Background: an optimization exercise with open tools, aiming at small area, a short achievable clock period and few clock cycles. Do not read the settings as production practice.
Where RTL was checked, it was by simulation tests only, not by an equivalence proof against the original.
No functional check of the RTL was part of run 1.
Power and IR drop assume default switching activity.

### design.v
package fbfl_pkg;
  localparam int COUNT_W  = 9;
  localparam int BYTES_W  = 13;
  localparam int INDEX_W  = 8;
  localparam int OFFSET_W = 20;
  localparam logic [1:0] STATUS_OK    = 2'd0;
  localparam logic [1:0] STATUS_EMPTY = 2'd1;
  localparam logic [1:0] STATUS_RANGE = 2'd2;
endpackage
module fbfl_nand4 (input logic a, b, c, d, output logic y);
  assign y = ~(a & b & c & d);
endmodule
module fbfl_nor2 (input logic a, b, output logic y);
  assign y = ~(a | b);
endmodule
module fbfl_nor3 (input logic a, b, c, output logic y);
  assign y = ~(a | b | c);
endmodule
module fbfl_aoi222 (input logic a0, s0, a1, s1, a2, s2, output logic y);
  assign y = ~((a0 & s0) | (a1 & s1) | (a2 & s2));
endmodule
module fbfl_oa_o (input logic a, b, u, vn, output logic y);
  logic t;
  assign t = ~((a | b) & u);
  assign y = ~(t & vn);
endmodule
module fbfl_dec256 (
  input  logic [7:0]   adr,
  output logic [255:0] sel
);
  logic [15:0] lo_n, hi_n;
  for (genvar k = 0; k < 16; k++) begin : g_pre
    fbfl_nand4 u_lo (.a(adr[0] ~^ k[0]), .b(adr[1] ~^ k[1]), .c(adr[2] ~^ k[2]),
                     .d(adr[3] ~^ k[3]), .y(lo_n[k]));
    fbfl_nand4 u_hi (.a(adr[4] ~^ k[0]), .b(adr[5] ~^ k[1]), .c(adr[6] ~^ k[2]),
                     .d(adr[7] ~^ k[3]), .y(hi_n[k]));
  end
  for (genvar j = 0; j < 256; j++) begin : g_sel
    fbfl_nor2 u_s (.a(lo_n[j % 16]), .b(hi_n[j / 16]), .y(sel[j]));
  end
endmodule
module fbfl_rdtree (
  input  logic [2047:0] mem,         
  input  logic [255:0] sel,
  output logic [7:0]   ha,
  output logic [7:0]   hb
);
  logic [7:0] l1 [88];
  logic [7:0] l2 [22];
  logic [7:0] l3 [8];
  for (genvar g = 0; g < 88; g++) begin : g_l1
    for (genvar b = 0; b < 8; b++) begin : g_b
      if (3 * g + 2 < 256) begin : g_full
        fbfl_aoi222 u (.a0(mem[8*(3*g)+b]), .s0(sel[3*g]), .a1(mem[8*(3*g+1)+b]), .s1(sel[3*g+1]),
                       .a2(mem[8*(3*g+2)+b]), .s2(sel[3*g+2]), .y(l1[g][b]));
      end else if (3 * g < 256) begin : g_part
        fbfl_aoi222 u (.a0(mem[8*(3*g)+b]), .s0(sel[3*g]), .a1(1'b0), .s1(1'b0),
                       .a2(1'b0), .s2(1'b0), .y(l1[g][b]));
      end else begin : g_none
        assign l1[g][b] = 1'b1;
      end
    end
  end
  for (genvar g = 0; g < 22; g++) begin : g_l2
    for (genvar b = 0; b < 8; b++) begin : g_b
      fbfl_nand4 u (.a(l1[4*g][b]), .b(l1[4*g+1][b]), .c(l1[4*g+2][b]), .d(l1[4*g+3][b]),
                    .y(l2[g][b]));
    end
  end
  for (genvar g = 0; g < 8; g++) begin : g_l3
    for (genvar b = 0; b < 8; b++) begin : g_b
      if (3 * g + 2 < 22) begin : g_full
        fbfl_nor3 u (.a(l2[3*g][b]), .b(l2[3*g+1][b]), .c(l2[3*g+2][b]), .y(l3[g][b]));
      end else begin : g_part
        fbfl_nor3 u (.a(l2[3*g][b]), .b(1'b0), .c(1'b0), .y(l3[g][b]));
      end
    end
  end
  for (genvar b = 0; b < 8; b++) begin : g_l4
    fbfl_nand4 ua (.a(l3[0][b]), .b(l3[1][b]), .c(l3[2][b]), .d(l3[3][b]), .y(ha[b]));
    fbfl_nand4 ub (.a(l3[4][b]), .b(l3[5][b]), .c(l3[6][b]), .d(l3[7][b]), .y(hb[b]));
  end
endmodule
module fixed_block_free_list_allocator (
  input  logic        clk,
  input  logic        rst,
  input  logic        cfg_write,
  input  logic [0:0]  cfg_index,
  input  logic [12:0] cfg_data,
  input  logic        in_valid,
  output logic        in_stall,
  input  logic [0:0]  op,
  input  logic [7:0]  block_index,
  output logic        out_valid,
  input  logic        out_stall,
  output logic [1:0]  status,
  output logic [7:0]  granted_index,
  output logic [19:0] byte_offset,
  output logic [8:0]  free_count
);
  localparam int NSKIP = 2;
  localparam int NLANE = 4;               
  localparam int LW    = $clog2(NLANE);
  logic [7:0]  last_idx;      
  logic [10:0] align_q;       
  logic [11:0] align_q3;      
  logic [7:0]  link_mem [256];
  logic [2047:0] link_flat;
  logic [7:0]  head;
  logic        head_end;
  logic [7:0]  tail;          
  logic        tail_ok;
  logic [8:0]  free_cnt;
  logic [7:0]  sweep;         
  logic        sweeping;
  logic [7:0]  skip    [NSKIP];  
  logic        skip_ok [NSKIP];
  logic        pend_valid;
  logic [7:0]  pend_addr;
  logic [7:0]  pend_data;
  logic        r_valid, r_op, r_ahead;
  logic [7:0]  r_idx;
  logic        s_valid, s_op;
  logic [7:0]  s_idx;
  logic        m_valid;
  logic [1:0]  m_status;
  logic [7:0]  m_index;
  logic [8:0]  m_count;
  logic        n_valid;
  logic [1:0]  n_status;
  logic [7:0]  n_index;
  logic [8:0]  n_count;
  logic [14:0] n_plo, n_phi;
  logic        rebuild, accept, adv, exec, idx_ok, blocked, do_alloc, do_free;
  logic        tail_hit, sweep_adv, fresh, hit, full, head_skip, sweep_last;
  logic [NLANE-1:0] skip_now;
  logic [NSKIP-1:0] free_slot;
  logic [1:0]  e_status;
  logic [7:0]  e_index;
  logic [8:0]  e_count;
  logic [8:0]  cnt_inc, cnt_dec;
  logic [7:0]  cfg_last;
  logic [8:0]  cfg_count;
  assign rebuild  = cfg_write && !cfg_index;
  assign accept   = in_valid && !in_stall;
  assign adv      = !out_valid || !out_stall;
  assign idx_ok   = (r_idx <= last_idx);
  always_comb begin
    hit       = 1'b0;
    full      = 1'b1;
    skip_now  = '0;
    head_skip = 1'b0;
    free_slot = '0;
    for (int k = 0; k < NSKIP; k++) begin
      hit       = hit || (skip_ok[k] && (r_idx == skip[k]));
      for (int l = 0; l < NLANE; l++) begin
        skip_now[l] = skip_now[l] || (skip_ok[k] && (skip[k] == (sweep | 8'(l))));
      end
      head_skip = head_skip || (skip_ok[k] && (head == skip[k]));
      free_slot[k] = full && !skip_ok[k];
      full      = full && skip_ok[k];
    end
  end
  assign blocked   = r_ahead && full && !hit;
  assign exec      = r_valid && adv && !blocked;
  assign do_alloc  = exec && !r_op && !head_end;
  assign do_free   = exec && r_op && idx_ok;
  assign tail_hit  = tail_ok && (head == tail);
  assign sweep_adv  = sweeping && !pend_valid;
  assign sweep_last = (sweep[7:LW] == last_idx[7:LW]);
  assign fresh     = sweeping && (head >= sweep) && !head_skip;
  assign cnt_inc   = (!free_cnt[8] && (free_cnt[7:0] <= last_idx)) ? free_cnt + 9'd1 : free_cnt;
  assign cnt_dec   = (free_cnt != 9'd0) ? free_cnt - 9'd1 : free_cnt;
  always_comb begin
    e_status = fbfl_pkg::STATUS_OK;
    e_index  = 8'd0;
    e_count  = free_cnt;
    if (!r_op) begin
      if (head_end) begin
        e_status = fbfl_pkg::STATUS_EMPTY;
      end else begin
        e_index  = head;
        e_count  = cnt_dec;
      end
    end else if (!idx_ok) begin
      e_status = fbfl_pkg::STATUS_RANGE;
    end else begin
      e_count = cnt_inc;
    end
  end
  always_comb begin
    if (cfg_data[8]) begin
      cfg_last  = 8'd255;
      cfg_count = 9'd256;
    end else if (cfg_data[7:0] == 8'd0) begin
      cfg_last  = 8'd0;
      cfg_count = 9'd1;
    end else begin
      cfg_last  = cfg_data[7:0] - 8'd1;
      cfg_count = {1'b0, cfg_data[7:0]};
    end
  end
  logic [255:0] wr_sel, rd_sel;
  logic [7:0]   rd_a, rd_b;
  logic [7:LW]      wr_grp;
  logic [NLANE-1:0] lane_en;
  logic [7:0]       lane_data [NLANE];
  assign wr_grp = pend_valid ? pend_addr[7:LW] : sweep[7:LW];
  always_comb begin
    for (int l = 0; l < NLANE; l++) begin
      lane_en[l]   = pend_valid ? (pend_addr[LW-1:0] == LW'(l)) : (sweeping && !skip_now[l]);
      lane_data[l] = pend_valid ? pend_data : (sweep | 8'(l)) + 8'd1;
    end
  end
  for (genvar j = 0; j < 256; j++) begin : g_link
    assign wr_sel[j] = lane_en[j % NLANE] && (wr_grp == (8 - LW)'(j / NLANE));
    always_ff @(posedge clk) begin
      if (wr_sel[j]) begin
        link_mem[j] <= lane_data[j % NLANE];
      end
    end
    assign link_flat[8*j +: 8] = link_mem[j];
  end
  fbfl_dec256 u_rdec (.adr(head), .sel(rd_sel));
  fbfl_rdtree u_rd (.mem(link_flat), .sel(rd_sel), .ha(rd_a), .hb(rd_b));
  logic       use_mem, clear;
  logic [7:0] other, head_d;
  assign clear   = rst || rebuild;
  assign use_mem = !clear && do_alloc && !tail_hit && !pend_valid && !fresh;
  always_comb begin
    if (clear) begin
      other = 8'd0;
    end else if (do_free) begin
      other = r_idx;
    end else if (do_alloc && !tail_hit) begin
      if (pend_valid) begin
        other = pend_data;
      end else if (fresh) begin
        other = head + 8'd1;
      end else begin
        other = 8'd0;
      end
    end else begin
      other = head;
    end
  end
  for (genvar b = 0; b < 8; b++) begin : g_hd
    fbfl_oa_o u (.a(rd_a[b]), .b(rd_b[b]), .u(use_mem), .vn(~other[b]), .y(head_d[b]));
  end
  always_ff @(posedge clk) begin
    head <= head_d;
  end
  always_ff @(posedge clk) begin
    pend_addr <= r_idx;
    pend_data <= head;
    if (rst) begin
      pend_valid <= 1'b0;
    end else begin
      pend_valid <= do_free;
    end
  end
  always_ff @(posedge clk) begin
    if (clear) begin
      if (rst) begin
        last_idx <= 8'd255;
        free_cnt <= 9'd256;
        tail     <= 8'd255;
      end else begin
        last_idx <= cfg_last;
        free_cnt <= cfg_count;
        tail     <= cfg_last;
      end
      head_end <= 1'b0;
      tail_ok  <= 1'b1;
      sweep    <= 8'd0;
      sweeping <= 1'b1;
      for (int k = 0; k < NSKIP; k++) begin
        skip_ok[k] <= 1'b0;
      end
    end else begin
      if (sweep_adv) begin
        sweep <= sweep + 8'(NLANE);
        if (sweep_last) begin
          sweeping <= 1'b0;
        end
        for (int k = 0; k < NSKIP; k++) begin
          if (skip[k][7:LW] == sweep[7:LW]) begin
            skip_ok[k] <= 1'b0;
          end
        end
      end
      if (do_free && r_ahead && !hit) begin
        for (int k = 0; k < NSKIP; k++) begin
          if (free_slot[k]) begin
            skip[k]    <= r_idx;
            skip_ok[k] <= 1'b1;
          end
        end
      end
      if (do_alloc) begin
        free_cnt <= cnt_dec;
        if (tail_hit) begin
          head_end <= 1'b1;
        end
      end
      if (do_free) begin
        free_cnt <= cnt_inc;
        head_end <= 1'b0;
        if (head_end) begin
          tail    <= r_idx;
          tail_ok <= 1'b1;
        end else if (r_idx == tail) begin
          tail_ok <= 1'b0;
        end
      end
    end
  end
  always_ff @(posedge clk) begin
    if (rst) begin
      align_q <= 11'd1;
    end else if (cfg_write && cfg_index) begin
      align_q <= 11'(cfg_data[12:3]) + 11'(cfg_data[2:0] != 3'd0);
    end
    align_q3 <= 12'(align_q) + {align_q, 1'b0};
  end
  function automatic logic [11:0] digit_mul(input logic [1:0] d, input logic [10:0] q,
                                            input logic [11:0] q3);
    case (d)
      2'd0:    digit_mul = 12'd0;
      2'd1:    digit_mul = 12'(q);
      2'd2:    digit_mul = {q, 1'b0};
      default: digit_mul = q3;
    endcase
  endfunction
  logic       n_op, n_sweeping;
  logic [7:0] n_idx, n_sweep;
  always_comb begin
    if (exec || !r_valid) begin
      n_op  = s_valid ? s_op  : op;
      n_idx = s_valid ? s_idx : block_index;
    end else begin
      n_op  = r_op;
      n_idx = r_idx;
    end
    n_sweeping = sweeping && !(sweep_adv && sweep_last);
    n_sweep    = sweep_adv ? sweep + 8'(NLANE) : sweep;
  end
  always_ff @(posedge clk) begin
    if (rst) begin
      r_valid  <= 1'b0;
      s_valid  <= 1'b0;
      in_stall <= 1'b0;
    end else begin
      if (exec || !r_valid) begin
        r_valid  <= s_valid || accept;
        s_valid  <= 1'b0;
        in_stall <= 1'b0;
      end else if (accept) begin
        s_valid  <= 1'b1;
        in_stall <= 1'b1;
      end
    end
  end
  always_ff @(posedge clk) begin
    r_op    <= n_op;
    r_idx   <= n_idx;
    r_ahead <= n_op && n_sweeping && (n_idx >= n_sweep);
    if (accept) begin
      s_op  <= op;
      s_idx <= block_index;
    end
  end
  always_ff @(posedge clk) begin
    if (rst) begin
      m_valid   <= 1'b0;
      n_valid   <= 1'b0;
      out_valid <= 1'b0;
    end else if (adv) begin
      m_valid   <= exec;
      n_valid   <= m_valid;
      out_valid <= n_valid;
    end
  end
  always_ff @(posedge clk) begin
    if (adv) begin
      m_status      <= e_status;
      m_index       <= e_index;
      m_count       <= e_count;
      n_status      <= m_status;
      n_index       <= m_index;
      n_count       <= m_count;
      n_plo         <= 15'(digit_mul(m_index[1:0], align_q, align_q3)) +
                       {1'b0, digit_mul(m_index[3:2], align_q, align_q3), 2'b00};
      n_phi         <= 15'(digit_mul(m_index[5:4], align_q, align_q3)) +
                       {1'b0, digit_mul(m_index[7:6], align_q, align_q3), 2'b00};
      status        <= n_status;
      granted_index <= n_index;
      byte_offset   <= {17'(n_plo) + {n_phi[12:0], 4'd0}, 3'b000};
      free_count    <= n_count;
    end
  end
endmodule
### constraint.sdc
create_clock -name core_clock -period 5.0 [get_ports {clk}]
set_input_delay 1.0000 -clock core_clock [delete_from_list [all_inputs] [get_ports {clk}]]
set_output_delay 1.0000 -clock core_clock [all_outputs]
set_load 0.01 [all_outputs]
### config.mk
export PLATFORM = sky130hd
export DESIGN_NAME = fixed_block_free_list_allocator
export DESIGN_NICKNAME = fixed_block_free_list_allocator
export VERILOG_FILES = /design/flow/design.v
export SDC_FILE = /design/flow/constraint.sdc
export NUM_CORES = 4
export LEC_CHECK = 0
export ABC_CLOCK_PERIOD_IN_PS = 2500
export CAP_MARGIN = 20
export CORE_MARGIN = 2
export CORE_UTILIZATION = 65
export SETUP_SLACK_MARGIN = 2.2
export SLEW_MARGIN = 20
export SYNTH_HIERARCHICAL = 1
### run.sh
#!/bin/bash
# synth_recipe.tcl (not shown) runs the flow's synth.tcl, then flattens the netlist and writes it again
# the make line also repeats each setting of config.mk as NAME=value (left out here)
make -C /OpenROAD-flow-scripts/flow DESIGN_CONFIG=/design/flow/config.mk WORK_HOME=/design/flow/orfs CLKGATE_MAP_FILE= SYNTH_SCRIPT=/design/flow/synth_recipe.tcl finish
==> results.cfg, run 1 <==
[run_status]
status = timing/DRC/antenna clean

[sta]
fin_crit_sh = 0.705
finalSetupViolCount = 0
max_slew.worst_pin.slew_ps = 1120
hold_ws_ps = 419
fin_setup_tns_ps = 0
rsz0062_at_grt = true
fin_skew_ps = 40.8
slew_violations = 0
fmax_mhz = 284
fin_crit_ps = 3530
fin_ws_ps = 1470
hold_viol = 0
slew_headroom = 0.251

[clock_network]
numCtsBuffers = 215
cts-htree-levels = 4
ctsHoldBuffers = 0
cts_tree = yes
cts_root_buffer = clkbuf_16
cts.sinks = 2274
insertion_delay_ps = 840
clock_path_buffers = 3
path_clk_slew_ps = 60

[route]
dr.first_iter.drc_count = 11900
viasPerCell = 7.43
vias = 55600
wl_um = 263000
dr.pass1.iters = 15
drc = 0
antenna_left = 0
post_drt_wl_per_cell_um = 35.1

[power]
peakVddDrop_v = 0.000341
powerDensity_nw_per_um2 = 392
p_leak_nw = 33.3

[setup_path]
crit_chain = buf_6 > clkinvlp_4 > nand4_1 > buf_12 > buf_8 > nor2_2 > a222oi_1 > nand4_1 > nor3_2 > nand4_1 > o21ai_1 > nand2_1
crit_path_end_kind = flip-flop
crit_arrival_ps = 4250
cp.required_ps = 5720
worstSetupStartpointType = flip-flop
crit_type = flip-flop to flip-flop
rrSetupSlack_ps = 1470
cp_max_fo = 14
worst_path_most_repeated_cell = nand4_1
max_stage_delay_ps = 600
crit_path_top_delay_cell = a222oi_1

[floorplanning]
coreArea_um2 = 132000
row_count = 133
initial_core_util = 0.655
die_y_um = 368
ios = 69
die_area_um2 = 136000
die_width_um = 368

[logic_synthesis]
synthCells = 4976
syn_area_um2 = 86200
synth_top_area_share = 0.766
synthTopCellsByArea = edfxtp_1, a222oi_1, nor2_1, nand4_1, dfxtp_1
yosys_warnings = 16
synth_edf_count = 2200
synth_cell_types = 84
ys_seq_area_frac = 0.783
async_flop_share = 0
synth_seq_cells = 2274
avgSynthCellArea_um2 = 17.3
ys.flop_type = edfxtp_1
yosys.area.top_type = edfxtp_1

[worst_hold_path]
hp-class = flip-flop to flip-flop

[place]
hpwl_um = 152000
place_area_um2 = 90200
place.gp.congestion = 0.956
portBuffers = 65
place_ws_ps = 800
dp.cells = 6882

[cells_and_area]
stdcell_area_um2 = 101000
instances_no_fill = 7482
nNetsFinal = 5649
layout-drive-gt1-share = 0.208
syn_to_final_growth_pct = 17.4

[grt]
grt_pass1_vias = 51800
grt_max_degree = 139
grtUsageTotal = 0.381
gr-total-overflow = 0
grt_pass1_wl_um = 368000
antenna_found_initial = 7

[job]
cap_violations = 0
==> synthesized netlist by cell type (all sizes together), types with 25 or more instances <==
cell,count
o21ai,68
a22o,40
nand2,159
xnor2,89
ha,78
buf,55
nor2,634
a21oi,51
dfxtp,74
edfxtp,2200
mux2,33
nor2b,25
inv,72
nand3,42
nor3,89
clkbuf,59
nand4,243
xor2,43
a222oi,688
==> state kept, by name, indices dropped and copies added, names as in the netlist, 9 cells and up <==
name	flops
free_count	9
n_count	9
link_mem	2048
m_count	9
skip	16
align_q3	12
align_q	11
n_phi	13
free_cnt	9
n_plo	15
byte_offset	17
==> what timing repair did <==
item	CTS	global route
cloned	6	3
setup buffers	116	70
resized for setup	425	231
endpoints found under the setup margin	2829	1473
pin swaps	152	129
==> area by class of cell <==
type / instances / area, um2
Clock inverter: 144 / 1430
Clock buffer: 256 / 5560
Inverter: 73 / 278
Antenna cell: 5 / 12.5
Timing Repair Buffer: 394 / 4170
Fill cell: 7387 / 30400
Tap cell: 1755 / 2200
Sequential cell: 2274 / 67600
Multi-Input combinational cell: 2581 / 20100
==> worst paths after layout <==
check | start | cells after the start | endpoint
max | head[5] | 12 | head[5]
min | m_count[1] | 0 | n_count[1]
max reg2reg | head[5] | 12 | head[5]
min reg2reg | m_count[1] | 0 | n_count[1]
==> per-module statistics from Yosys (local to each module, per instance) <==
| module | area [um2] | times used | flip-flops and latches |
|---|---|---|---|
| fbfl_oa_o | 8.76 | 8 | 0 |
| fbfl_rdtree | 7.51 | 1 | 0 |
| fbfl_aoi222 | 10.0 | 688 | 0 |
| fbfl_nand4 | 6.26 | 224 | 0 |
| fbfl_dec256 | 30.0 | 1 | 0 |
| fbfl_nor3 | 10.0 | 64 | 0 |
| fbfl_nor2 | 3.75 | 256 | 0 |
| fixed_block_free_list_allocator | 76200 | 1 | 2274 |
==> cell families after synthesis <==
logic type / after synthesis / synth area share
flops: 2274 / 0.783
simple gates: 1281 / 0.0728
compound gates: 968 / 0.102
buf+inv: 187 / 0.00978
xor+xnor: 132 / 0.0134
fa+ha+maj: 82 / 0.0122
mux: 49 / 0.00617
other cells: 3 / 0.000131
==> critical path: cells and delay by family, from the launching register on <==
| family | cells | cell delay, ps |
|---|---|---|
| compound gates | 2 | 930 |
| flops | 1 | 330 |
| buf+inv | 4 | 610 |
| simple gates | 6 | 1530 |
==> report_power, final <==
| group | internal, W | total (W) | switching, W |
|---|---|---|---|
| clock network | 0.00912 | 0.0162 | 0.00703 |
| logic | 0.000692 | 0.00216 | 0.00147 |
| registers | 0.0212 | 0.0214 | 0.000206 |
| total | 0.0310 | 0.0397 | 0.00871 |
==> routing by layer <==
layer	share of wire	vias up	GRT usage
met4	0.048	4	0.162
met5	0.00010	-	0
met3	0.14	713	0.102
met1	0.36	27700	0.538
met2	0.45	4744	0.568
li1	-	22400	-
==> per-stage QoR <==
| step | utilization | power (W) |
|---|---|---|
| floorplan | - | 0.0227 |
| global placement | 0.685 | 0.0236 |
| detailed placement | 0.685 | 0.0236 |
| CTS | 0.758 | 0.0396 |
| global route | 0.769 | 0.0406 |
| finish | 0.769 | 0.0397 |
==> layout by cell type, fill, tap and decap left out, drive strengths merged, types with 51 or more instances in the layout <==
cell type,instances
edfxtp,2200
a222oi,688
nor2,634
buf,325
clkbuf,260
nand4,243
nand2,159
clkinv,103
xnor2,89
nor3,89
ha,78
inv,78
dfxtp,74
o21ai,68
conb,67
clkdlybuf4s50,63
a21oi,51
==> run 2, diff against run 1 <==
--- a/design.v
+++ b/design.v
@@ -19,6 +19,9 @@
 module fbfl_aoi222 (input logic a0, s0, a1, s1, a2, s2, output logic y);
   assign y = ~((a0 & s0) | (a1 & s1) | (a2 & s2));
 endmodule
+module fbfl_add15 (input logic [14:0] a, b, output logic [14:0] s);
+  assign s = a + b;
+endmodule
 module fbfl_oa_o (input logic a, b, u, vn, output logic y);
   logic t;
   assign t = ~((a | b) & u);
@@ -141,9 +144,11 @@
   logic [8:0]  cnt_inc, cnt_dec;
   logic [7:0]  cfg_last;
   logic [8:0]  cfg_count;
+  logic [8:0]  cnt_raw;       
+  logic        rb_pend;
   assign rebuild  = cfg_write && !cfg_index;
   assign accept   = in_valid && !in_stall;
-  assign adv      = !out_valid || !out_stall;
+  assign adv      = !q1_valid;
   assign idx_ok   = (r_idx <= last_idx);
   always_comb begin
     hit       = 1'b0;
@@ -161,7 +166,7 @@
       full      = full && skip_ok[k];
     end
   end
-  assign blocked   = r_ahead && full && !hit;
+  assign blocked   = r_ahead && full;
   assign exec      = r_valid && adv && !blocked;
   assign do_alloc  = exec && !r_op && !head_end;
   assign do_free   = exec && r_op && idx_ok;
@@ -189,15 +194,15 @@
     end
   end
   always_comb begin
-    if (cfg_data[8]) begin
+    if (cnt_raw[8]) begin
       cfg_last  = 8'd255;
       cfg_count = 9'd256;
-    end else if (cfg_data[7:0] == 8'd0) begin
+    end else if (cnt_raw[7:0] == 8'd0) begin
       cfg_last  = 8'd0;
       cfg_count = 9'd1;
     end else begin
-      cfg_last  = cfg_data[7:0] - 8'd1;
-      cfg_count = {1'b0, cfg_data[7:0]};
+      cfg_last  = cnt_raw[7:0] - 8'd1;
+      cfg_count = {1'b0, cnt_raw[7:0]};
     end
   end
   logic [255:0] wr_sel, rd_sel;
@@ -265,18 +270,25 @@
         last_idx <= 8'd255;
         free_cnt <= 9'd256;
         tail     <= 8'd255;
+        sweeping <= 1'b1;
+        rb_pend  <= 1'b0;
       end else begin
-        last_idx <= cfg_last;
-        free_cnt <= cfg_count;
-        tail     <= cfg_last;
+        cnt_raw  <= cfg_data[8:0];
+        sweeping <= 1'b0;
+        rb_pend  <= 1'b1;
       end
       head_end <= 1'b0;
       tail_ok  <= 1'b1;
       sweep    <= 8'd0;
-      sweeping <= 1'b1;
       for (int k = 0; k < NSKIP; k++) begin
         skip_ok[k] <= 1'b0;
       end
+    end else if (rb_pend) begin
+      last_idx <= cfg_last;
+      free_cnt <= cfg_count;
+      tail     <= cfg_last;
+      sweeping <= 1'b1;
+      rb_pend  <= 1'b0;
     end else begin
       if (sweep_adv) begin
         sweep <= sweep + 8'(NLANE);
@@ -289,7 +301,7 @@
           end
         end
       end
-      if (do_free && r_ahead && !hit) begin
+      if (do_free && r_ahead) begin
         for (int k = 0; k < NSKIP; k++) begin
           if (free_slot[k]) begin
             skip[k]    <= r_idx;
@@ -332,8 +344,8 @@
       default: digit_mul = q3;
     endcase
   endfunction
-  logic       n_op, n_sweeping;
-  logic [7:0] n_idx, n_sweep;
+  logic       n_op;
+  logic [7:0] n_idx;
   always_comb begin
     if (exec || !r_valid) begin
       n_op  = s_valid ? s_op  : op;
@@ -342,8 +354,6 @@
       n_op  = r_op;
       n_idx = r_idx;
     end
-    n_sweeping = sweeping && !(sweep_adv && sweep_last);
-    n_sweep    = sweep_adv ? sweep + 8'(NLANE) : sweep;
   end
   always_ff @(posedge clk) begin
     if (rst) begin
@@ -364,39 +374,80 @@
   always_ff @(posedge clk) begin
     r_op    <= n_op;
     r_idx   <= n_idx;
-    r_ahead <= n_op && n_sweeping && (n_idx >= n_sweep);
+    r_ahead <= n_op && (sweeping || rb_pend) && (n_idx >= sweep);
     if (accept) begin
       s_op  <= op;
       s_idx <= block_index;
     end
   end
+  logic [14:0] m_plo, m_phi, n_sum;
+  logic        q1_valid;
+  logic [1:0]  q1_status;
+  logic [7:0]  q1_index;
+  logic [16:0] q1_offset;
+  logic [8:0]  q1_count;
+  logic        pop_out, load_out;
+  logic [16:0] n_offset;
+  fbfl_add15 u_plo (.a(15'(digit_mul(m_index[1:0], align_q, align_q3))),
+                    .b({1'b0, digit_mul(m_index[3:2], align_q, align_q3), 2'b00}), .s(m_plo));
+  fbfl_add15 u_phi (.a(15'(digit_mul(m_index[5:4], align_q, align_q3))),
+                    .b({1'b0, digit_mul(m_index[7:6], align_q, align_q3), 2'b00}), .s(m_phi));
+  fbfl_add15 u_off (.a({4'd0, n_plo[14:4]}), .b(n_phi), .s(n_sum));
+  assign pop_out  = out_valid && !out_stall;
+  assign load_out = pop_out || !out_valid;
+  assign n_offset = {n_sum[12:0], n_plo[3:0]};
   always_ff @(posedge clk) begin
     if (rst) begin
       m_valid   <= 1'b0;
       n_valid   <= 1'b0;
       out_valid <= 1'b0;
-    end else if (adv) begin
-      m_valid   <= exec;
-      n_valid   <= m_valid;
-      out_valid <= n_valid;
+      q1_valid  <= 1'b0;
+    end else begin
+      if (adv) begin
+        m_valid <= exec;
+        n_valid <= m_valid;
+      end
+      if (q1_valid) begin
+        if (pop_out) begin
+          q1_valid <= 1'b0;
+        end
+      end else if (!load_out) begin
+        q1_valid <= n_valid;
+      end
+      if (load_out) begin
+        out_valid <= q1_valid || n_valid;
+      end
     end
   end
   always_ff @(posedge clk) begin
     if (adv) begin
-      m_status      <= e_status;
-      m_index       <= e_index;
-      m_count       <= e_count;
-      n_status      <= m_status;
-      n_index       <= m_index;
-      n_count       <= m_count;
-      n_plo         <= 15'(digit_mul(m_index[1:0], align_q, align_q3)) +
-                       {1'b0, digit_mul(m_index[3:2], align_q, align_q3), 2'b00};
-      n_phi         <= 15'(digit_mul(m_index[5:4], align_q, align_q3)) +
-                       {1'b0, digit_mul(m_index[7:6], align_q, align_q3), 2'b00};
-      status        <= n_status;
-      granted_index <= n_index;
-      byte_offset   <= {17'(n_plo) + {n_phi[12:0], 4'd0}, 3'b000};
-      free_count    <= n_count;
+      m_status <= e_status;
+      m_index  <= e_index;
+      m_count  <= e_count;
+      n_status <= m_status;
+      n_index  <= m_index;
+      n_count  <= m_count;
+      n_plo    <= m_plo;
+      n_phi    <= m_phi;
+    end
+    if (!q1_valid) begin
+      q1_status <= n_status;
+      q1_index  <= n_index;
+      q1_offset <= n_offset;
+      q1_count  <= n_count;
+    end
+    if (load_out) begin
+      if (q1_valid) begin
+        status        <= q1_status;
+        granted_index <= q1_index;
+        byte_offset   <= {q1_offset, 3'b000};
+        free_count    <= q1_count;
+      end else begin
+        status        <= n_status;
+        granted_index <= n_index;
+        byte_offset   <= {n_offset, 3'b000};
+        free_count    <= n_count;
+      end
     end
   end
 endmodule
--- a/config.mk
+++ b/config.mk
@@ -5,10 +5,10 @@
 export SDC_FILE = /design/flow/constraint.sdc
 export NUM_CORES = 4
 export LEC_CHECK = 0
-export ABC_CLOCK_PERIOD_IN_PS = 2500
 export CAP_MARGIN = 20
 export CORE_MARGIN = 2
-export CORE_UTILIZATION = 65
-export SETUP_SLACK_MARGIN = 2.2
+export CORE_UTILIZATION = 50
+export SETUP_SLACK_MARGIN = 2.4
 export SLEW_MARGIN = 20
 export SYNTH_HIERARCHICAL = 1
+export TNS_END_PERCENT = 0
==> run 2 against run 1 <==
- worst setup slack gained 310 ps
- largest power group unchanged
- clock-buffer cell count grew 9
- utilization shrank 18 points
- sequential power is essentially flat
- combinational power shrank 7%
==> results.cfg, run 2 <==
[run_status]
status = timing/DRC/antenna clean

[floorplanning]
die_width_um = 423
coreArea_um2 = 174000
initial_core_util = 0.504
row_count = 153
ios = 69
die_y_um = 423
die_area_um2 = 179000

[grt]
top_usage_layer = met2
grt_use_met2 = 0.440
grtUsageMet1 = 0.420
grt_pass1_vias = 52100
gr-total-overflow = 0
antenna_found_initial = 11
gr-usage-met3 = 0.0659
grt_max_degree = 193
grt_pass1_wl_um = 377000
grtUsageTotal = 0.292

[cells_and_area]
instances_no_fill = 8111
largestRegisters = link_mem: 2048 flops, byte_offset: 17 flops, q1_offset: 17 flops
layout_common_cells = edfxtp_1, a222oi_1, nor2_1
fill_cells = 13000
largest-register = link_mem
syn_to_final_growth_pct = 16.8
layout_commonest_cell = edfxtp_1
largest_reg_flops = 2048
layout-drive-gt1-share = 0.168
nNetsFinal = 5708

[clock_network]
ctsHoldBuffers = 0
cts_tree = yes
clock_path_buffers = 3
cts_root_buffer = clkbuf_16
cts-htree-levels = 4
cts.sinks = 2321
numCtsBuffers = 223
insertion_delay_ps = 870
path_clk_slew_ps = 60

[sta]
rsz0062_at_grt = true
fmax_mhz = 311
fin_crit_sh = 0.643
finalSetupViolCount = 0
fin_setup_tns_ps = 0
fin_crit_ps = 3210
slew_violations = 0
slew_headroom = 0.168
max_slew.worst_pin.slew_ps = 1250
fin_skew_ps = 38.8
hold_viol = 0

[route]
viasPerCell = 6.76
dr.pass1.iters = 13
antenna_left = 0
vias = 54800
dr.first_iter.drc_count = 11500
wl_um = 266000
drc = 0
post_drt_wl_per_cell_um = 32.8

[setup_path]
path_buf_inv = 4
crit_arrival_ps = 3930
cp.required_ps = 5720
crit_path_end_kind = flip-flop
worst_path_most_repeated_cell = nand4_1
cp_max_fo = 8
crit_type = flip-flop to flip-flop
crit_family = simple AND/OR/NAND/NOR gates
crit_path_top_delay_cell = a222oi_1
crit_chain = buf_4 > nand4_1 > buf_4 > buf_12 > buf_12 > nor2_1 > a222oi_1 > nand4_1 > nor3_4 > nand4_1 > o21ai_1 > nand2_1
worstSetupStartpointType = flip-flop
max_stage_delay_ps = 650

[logic_synthesis]
synthCells = 5045
avgSynthCellArea_um2 = 17.4
yosys_warnings = 16
syn_area_um2 = 87800

[power]
total_power_w = 0.0402
peakVddDrop_v = 0.000327
powerDensity_nw_per_um2 = 393
p_leak_nw = 34.5

[worst_hold_path]
hp-class = flip-flop to flip-flop

[place]
place.gp.congestion = 0.896
hpwl_um = 159000
dp.cells = 7551
portBuffers = 65

[job]
cap_violations = 0
-- run 2: cell count changes in the layout (fill, tap and decap cells not counted), sizes merged, moves of 14 or more --
cell,previous run,this run
nand2,159,138
o21ai,68,82
dfxtp,74,94
edfxtp,2200,2227
inv,78,54
buf,325,289
a21oi,51,76
mux2,33,67
-- run 2: what timing repair did --
action / 4_1_cts / 5_1_grt
setup buffers: 113 / 22
endpoints found under the setup margin: 3427 / 3378
pin swaps: 116 / 64
gates resized for setup: 252 / 47
cloned: 1 / 1
-- run 2: layout make-up --
cell class	instances	area [um2]	share of cell area
well taps	2325	2910	0.0284
flip-flops and latches	2321	68800	0.671
repair buffers	355	3780	0.0369
clock inverters	150	1380	0.0135
diodes	7	17.5	0.000171
inverters	53	208	0.00203
clock buffers	265	5830	0.0569
multi-input cells	2635	19600	0.191
-- run 2: worst paths after layout --
path                             startpoint          end  slack (ps)  cells past startpoint
worst min-delay path            m_status[1]  n_status[1]         420                      0
worst max register to register      head[0]      head[5]        1790                     12
worst min register to register  m_status[1]  n_status[1]         420                      0
worst max-delay path                head[0]      head[5]        1790                     12
-- run 2: report_power, final --
| group | switching, W | internal (W) | leakage, nW | total, W |
|---|---|---|---|---|
| logic | 0.00137 | 0.000638 | 8.36 | 0.00200 |
| registers | 0.000190 | 0.0215 | 22.7 | 0.0217 |
| clock network | 0.00726 | 0.00927 | 3.52 | 0.0165 |
-- run 2: stage by stage --
| stage | util | instance area [um2] | worst slack (ps) | hold WS, ps |
|---|---|---|---|---|
| floorplan | - | 88200 | 1620 | 354 |
| global placement | 0.533 | 92800 | 831 | 402 |
| detailed placement | 0.533 | 92900 | 1040 | 406 |
| CTS | 0.586 | 102000 | 2010 | 420 |
| global route | 0.588 | 102000 | 1810 | 427 |
| finish | 0.588 | 103000 | 1790 | 418 |
-- run 2: per-layer routing --
layer | routed length (um) | vias up
met5 | 90 | -
met4 | 9610 | 14
met3 | 30600 | 530
met2 | 121000 | 3613
met1 | 105000 | 28000
li1 | - | 22700
Testbench counts of run 2, summed over its fixed seeds: cycles 17,621.
==> run 3, diff against run 2 <==
--- a/config.mk
+++ b/config.mk
@@ -8,6 +8,8 @@
 export CAP_MARGIN = 20
 export CORE_MARGIN = 2
 export CORE_UTILIZATION = 50
+export CTS_CLUSTER_DIAMETER = 60
+export CTS_CLUSTER_SIZE = 30
 export SETUP_SLACK_MARGIN = 2.4
 export SLEW_MARGIN = 20
 export SYNTH_HIERARCHICAL = 1
==> run 3 against run 2 <==
- still clean on timing, DRC and antenna
- die area did not move
- sequential share of layout area grew 1.4 points
- non-clock buffer count fell by 9
- worst hold slack got worse by 9.1 ps
- via count decreased by 1.2%
- synthesized area is the same
- cell count decreased by 2.0%
- clock-buffer cell count is 108 lower
- register-to-register slack barely moved
- fmax fell by 0.13%
- critical path type unchanged
==> results.cfg, run 3 <==
[clock_network]
cts_root_buffer = clkbuf_16
cts_tree = yes
cts-htree-levels = 4
cts.sinks = 2321
numCtsBuffers = 144
path_clk_slew_ps = 90
insertion_delay_ps = 840
clock_path_buffers = 3

[setup_path]
crit_path_start = head[5]
crit_path_end_kind = flip-flop
worstSetupStartpointType = flip-flop
crit_arrival_ps = 3900
path_buf_inv = 5
crit_path_top_delay_cell = a222oi_1
crit_type = flip-flop to flip-flop
cp.required_ps = 5680
crit_chain = buf_4 > nand4_1 > buf_12 > buf_12 > buf_4 > nor2_1 > buf_4 > a222oi_1 > nand4_1 > nor3_4 > nand4_1 > o21ai_1 > nand2_1
max_stage_delay_ps = 430
cp_max_fo = 16
crit_family = simple AND/OR/NAND/NOR gates
r2r_start = head[5]

[floorplanning]
row_count = 153
coreArea_um2 = 174000
die_area_um2 = 179000
die_y_um = 423
die_width_um = 423
ios = 69
initial_core_util = 0.504

[cells_and_area]
multi_input_area_um2 = 19600
fill_cells = 13200
syn_to_final_growth_pct = 14.4
largestRegisters = link_mem: 2048 flops, byte_offset: 17 flops, q1_offset: 17 flops
largest_reg_flops = 2048
nNetsFinal = 5620
layout-drive-gt1-share = 0.156
instances_no_fill = 7947
layout_common_cells = edfxtp_1, a222oi_1, nor2_1
finish.utilization = 0.576
seq_area_um2 = 68800
stdcell_area_um2 = 100000
largest-register = link_mem
layout_commonest_cell = edfxtp_1

[logic_synthesis]
yosys_warnings = 16
syn_area_um2 = 87800
avgSynthCellArea_um2 = 17.4
synthCells = 5045

[sta]
fin_crit_sh = 0.643
max_slew.worst_pin.slew_ps = 1210
rsz0062_at_grt = true
slew_violations = 0
hold_viol = 0
fin_setup_tns_ps = 0
hold_ws_ps = 409
slew_headroom = 0.196
fin_crit_ps = 3220
fmax_mhz = 311
finalSetupViolCount = 0
fin_skew_ps = 36.7

[place]
dp.cells = 7551
place_area_um2 = 92900
hpwl_um = 159000
place.gp.congestion = 0.896
portBuffers = 65

[route]
antenna_left = 0
dr.pass1.iters = 14
drc = 0
wl_um = 264000
vias = 54200
post_drt_wl_per_cell_um = 33.2
viasPerCell = 6.82
dr.first_iter.drc_count = 11200

[power]
peakVddDrop_v = 0.000294
powerDensity_nw_per_um2 = 371
p_leak_nw = 33.5

[grt]
grt_max_degree = 193
grtUsageTotal = 0.289
antenna_found_initial = 9
gr-total-overflow = 0
grt_pass1_wl_um = 374000
grt_pass1_vias = 51300

[job]
cap_violations = 0

[worst_hold_path]
worstHoldStart = m_status[1]
hp-class = flip-flop to flip-flop

[run_status]
status = timing/DRC/antenna clean
run 3: cell count changes in the layout (fill, tap and decap cells not counted), sizes merged:
cell,delta
buf,-8
bufinv,-7
clkbuf,-109
clkinv,-80
clkinvlp,-4
diode,-2
inv,+46
run 3: final cells by class:
cell class / count / area share
Timing Repair Buffer: 346 / 0.0367
Multi-Input combinational cell: 2635 / 0.195
Tap cell: 2325 / 0.0290
Inverter: 53 / 0.00203
Clock inverter: 105 / 0.0148
Clock buffer: 157 / 0.0376
Antenna cell: 5 / 0.000125
Sequential cell: 2321 / 0.685
run 3: worst register-to-register path: stages, from the launching register on:
cell and delay [ps]:
dfxtp_2 330, buf_4 220, nand4_1 170, buf_12 140, buf_12 120, buf_4 120
nor2_1 40, buf_4 160, a222oi_1 430, nand4_1 390, nor3_4 350, nand4_1 310
o21ai_1 230, nand2_1 70
run 3: final timing paths:
check                      to  slack [ps]  cells past startpoint
setup / recovery      head[2]        1780                     13
hold / removal    n_status[1]         410                      0
setup reg to reg      head[2]        1780                     13
hold reg to reg   n_status[1]         410                      0
run 3: metrics by stage:
| stage | total power (W) | setup WS [ps] |
|---|---|---|
| floorplan | 0.0229 | 1620 |
| finish | 0.0373 | 1780 |
| global route | 0.0382 | 1820 |
| CTS | 0.0374 | 2010 |
| global placement | 0.0239 | 831 |
| detailed placement | 0.0239 | 1040 |
run 3: metal layers:
metal,vias up,routed length [um],GRT usage
met4,10,8820,0.0926
met2,3628,120000,0.440
li1,22500,-,-
met3,475,31200,0.0659
met5,-,60,0
met1,27600,104000,0.416
run 3: power breakdown:
part / switching [W] / internal [W] / total, W
registers: 0.000189 / 0.0215 / 0.0217
clock network: 0.00711 / 0.00648 / 0.0136
logic: 0.00136 / 0.000630 / 0.00199
total: 0.00866 / 0.0286 / 0.0373
run 3: what timing repair did:
action,in CTS,in global routing
hold buffers,0,0
buffers inserted,115,12
resized for setup,265,19
endpoints found under the hold margin,0,0
pin swaps,124,32
cloned,1,0
endpoints found under the setup margin,3350,3305
==> run 4, diff against run 3 <==
--- a/config.mk
+++ b/config.mk
@@ -8,8 +8,8 @@
 export CAP_MARGIN = 20
 export CORE_MARGIN = 2
 export CORE_UTILIZATION = 50
-export CTS_CLUSTER_DIAMETER = 60
-export CTS_CLUSTER_SIZE = 30
+export CTS_CLUSTER_DIAMETER = 70
+export CTS_CLUSTER_SIZE = 35
 export SETUP_SLACK_MARGIN = 2.4
 export SLEW_MARGIN = 20
 export SYNTH_HIERARCHICAL = 1
==> run 4 against run 3 <==
- highest routed layer unchanged
- worst hold slack improved by 8.2 ps
- sequential power about the same
- synthesized cell count unchanged
- largest cell class unchanged
==> results.cfg, run 4 <==
[job]
cap_violations = 0

[cells_and_area]
layout-drive-gt1-share = 0.149
largest-register = link_mem
instances_no_fill = 7910
syn_to_final_growth_pct = 13.6
nNetsFinal = 5593
largest_reg_flops = 2048
largestRegisters = link_mem: 2048 flops, byte_offset: 17 flops, q1_offset: 17 flops
layout_commonest_cell = edfxtp_1
layout_common_cells = edfxtp_1, a222oi_1, nor2_1
stdcell_area_um2 = 99800

[grt]
grt_max_degree = 193
grt_pass1_wl_um = 373000
grtUsageTotal = 0.289
gr-total-overflow = 0
grt_pass1_vias = 51100
antenna_found_initial = 8

[clock_network]
path_clk_slew_ps = 90
cts_tree = yes
clock_path_buffers = 3
cts-htree-levels = 4
cts.sinks = 2321
cts_root_buffer = clkbuf_16
numCtsBuffers = 131
insertion_delay_ps = 850

[route]
wl_met1_um = 103000
vias = 53900
routed-wl-met3_um = 31000
routed-wl-met2_um = 120000
wl_um = 263000
antenna_left = 0
dr.pass1.iters = 14
post_drt_wl_per_cell_um = 33.2
drc = 0
viasPerCell = 6.82
routed.top_layer = met5
dr.first_iter.drc_count = 11200

[sta]
slew_violations = 0
finalSetupViolCount = 0
fin_skew_ps = 33.2
hold_viol = 0
rsz0062_at_grt = true
fin_crit_ps = 3190
fmax_mhz = 314
slew_headroom = 0.230
max_slew.worst_pin.slew_ps = 1160
fin_crit_sh = 0.637
fin_setup_tns_ps = 0

[logic_synthesis]
syn_area_um2 = 87800
avgSynthCellArea_um2 = 17.4
synthCells = 5045
yosys_warnings = 16

[floorplanning]
initial_core_util = 0.504
row_count = 153
coreArea_um2 = 174000
die_y_um = 423
ios = 69
die_width_um = 423
die_area_um2 = 179000

[setup_path]
worstSetupStartpointType = flip-flop
crit_path_top_delay_cell = a222oi_1
crit_type = flip-flop to flip-flop
worst_path_most_repeated_cell = nand4_1
cp.required_ps = 5700
cp_max_fo = 8
crit_chain = clkinvlp_4 > nand4_1 > buf_8 > nor2_1 > buf_4 > a222oi_1 > nand4_1 > nor3_4 > nand4_1 > o21ai_2 > nand2_1
crit_arrival_ps = 3880
crit_path_end_kind = flip-flop
max_stage_delay_ps = 440

[power]
combPwrFrac = 0.055
powerDensity_nw_per_um2 = 365
intPower_w = 0.0280
swShare = 0.232
switchingPower_w = 0.00843
p_leak_nw = 33.2
clkPwrFrac = 0.350
p_seq_frac = 0.596
peakVddDrop_v = 0.000256

[place]
dp.cells = 7551
portBuffers = 65
hpwl_um = 159000
place.gp.congestion = 0.896
place_area_um2 = 92900

[run_status]
status = timing/DRC/antenna clean

[worst_hold_path]
hp-class = flip-flop to flip-flop
run 4: changes by cell type in the layout (fill, tap and decap cells not counted), sizes merged:
cell and delta:
inv -4, bufinv -3, clkbuf -10, clkinv -3
buf -14, diode -1, clkinvlp -2
run 4: timing repair:
item	CTS	global route
resized for setup	257	15
setup buffers	107	7
hold buffers	0	0
endpoints found under the setup margin	3348	3419
pin swaps	119	21
cloned	1	0
run 4: critical path, delay by kind of cell, from the launching register on:
family          cells  cell delay (ps)
compound gates      2              660
flops               1              390
simple gates        6             1410
buf+inv             3              580
run 4: final timing paths:
kind | from | to | slack, ps | depth (start not counted)
worst min-delay path | m_status[1] | n_status[1] | 420 | 0
worst max register to register | head[0] | head[2] | 1810 | 11
worst min register to register | m_status[1] | n_status[1] | 420 | 0
worst max-delay path | head[0] | head[2] | 1810 | 11
run 4: metal layers:
metal | GRT usage | up-vias
met3 | 0.0631 | 422
met1 | 0.418 | 27600
met5 | 0.00296 | -
li1 | - | 22400
met2 | 0.438 | 3527
met4 | 0.0910 | 10
run 4: final cells by class:
cell class,count,area [um2]
antenna,4,10.0
clock buffer,147,3480
clock inverter,93,1270
fill,13300,74400
inverter,53,204
multi-input combinational,2635,19500
sequential,2321,68800
tap,2325,2910
timing repair buffer,332,3560
run 4: power by group through the flow:
stage	combinational, W	clock (W)	sequential [W]
2_1_floorplan	0.000868	0	0.0221
3_3_place_gp	0.00177	0	0.0221
3_5_place_dp	0.00178	0	0.0221
4_1_cts	0.00194	0.0129	0.0217
5_1_grt	0.00206	0.0136	0.0217
6_report	0.00199	0.0127	0.0217
run 4: metrics by stage:
step | hold WS, ps | utilization | setup slack (ps) | total power (W)
after floorplan | 354 | - | 1620 | 0.0229
after global placement | 402 | 0.533 | 831 | 0.0239
after detailed placement | 406 | 0.533 | 1040 | 0.0239
after CTS | 416 | 0.572 | 2000 | 0.0365
after global routing | 423 | 0.573 | 1820 | 0.0373
final | 417 | 0.573 | 1810 | 0.0364

separate check: timing with driven ports:
Ports are ideal in the flow. The routed layouts listed here were re-timed in OpenROAD.
Step 1: set_driving_cell puts a clkbuf_16 on clk and a buf_2 on each other input, an assumption about the parent block.
Step 2 adds t to the input delays and takes it off the output delays; t is the mean of the earliest and latest rising clock arrival at the registers after step 1. Input paths then give back, and output paths get back, about the clock's delay inside the block.
Slacks: ideal / step 1 / step 2; pairs: ideal / step 1.
run | t (ns) | setup WS [ns] | worst setup path after step 2 | worst register clock-pin slew, ns | worst data-port slew with drivers (ns)
run 1 | 0.902 | 1.473 / 1.473 / 1.428 | input to register | 0.07 / 0.07 | 0.05
run 2 | 0.937 | 1.787 / 1.787 / 1.642 | input to register | 0.07 / 0.07 | 0.11
run 3 | 0.907 | 1.783 / 1.783 / 1.678 | input to register | 0.10 / 0.10 | 0.11
run 4 | 0.899 | 1.814 / 1.814 / 1.645 | input to register | 0.12 / 0.12 | 0.11
After both steps setup and hold are still met in every run listed. For run 4, which loses most, drivers alone change the setup slack by 0.000 ns; drivers and shift together by -0.169 ns.
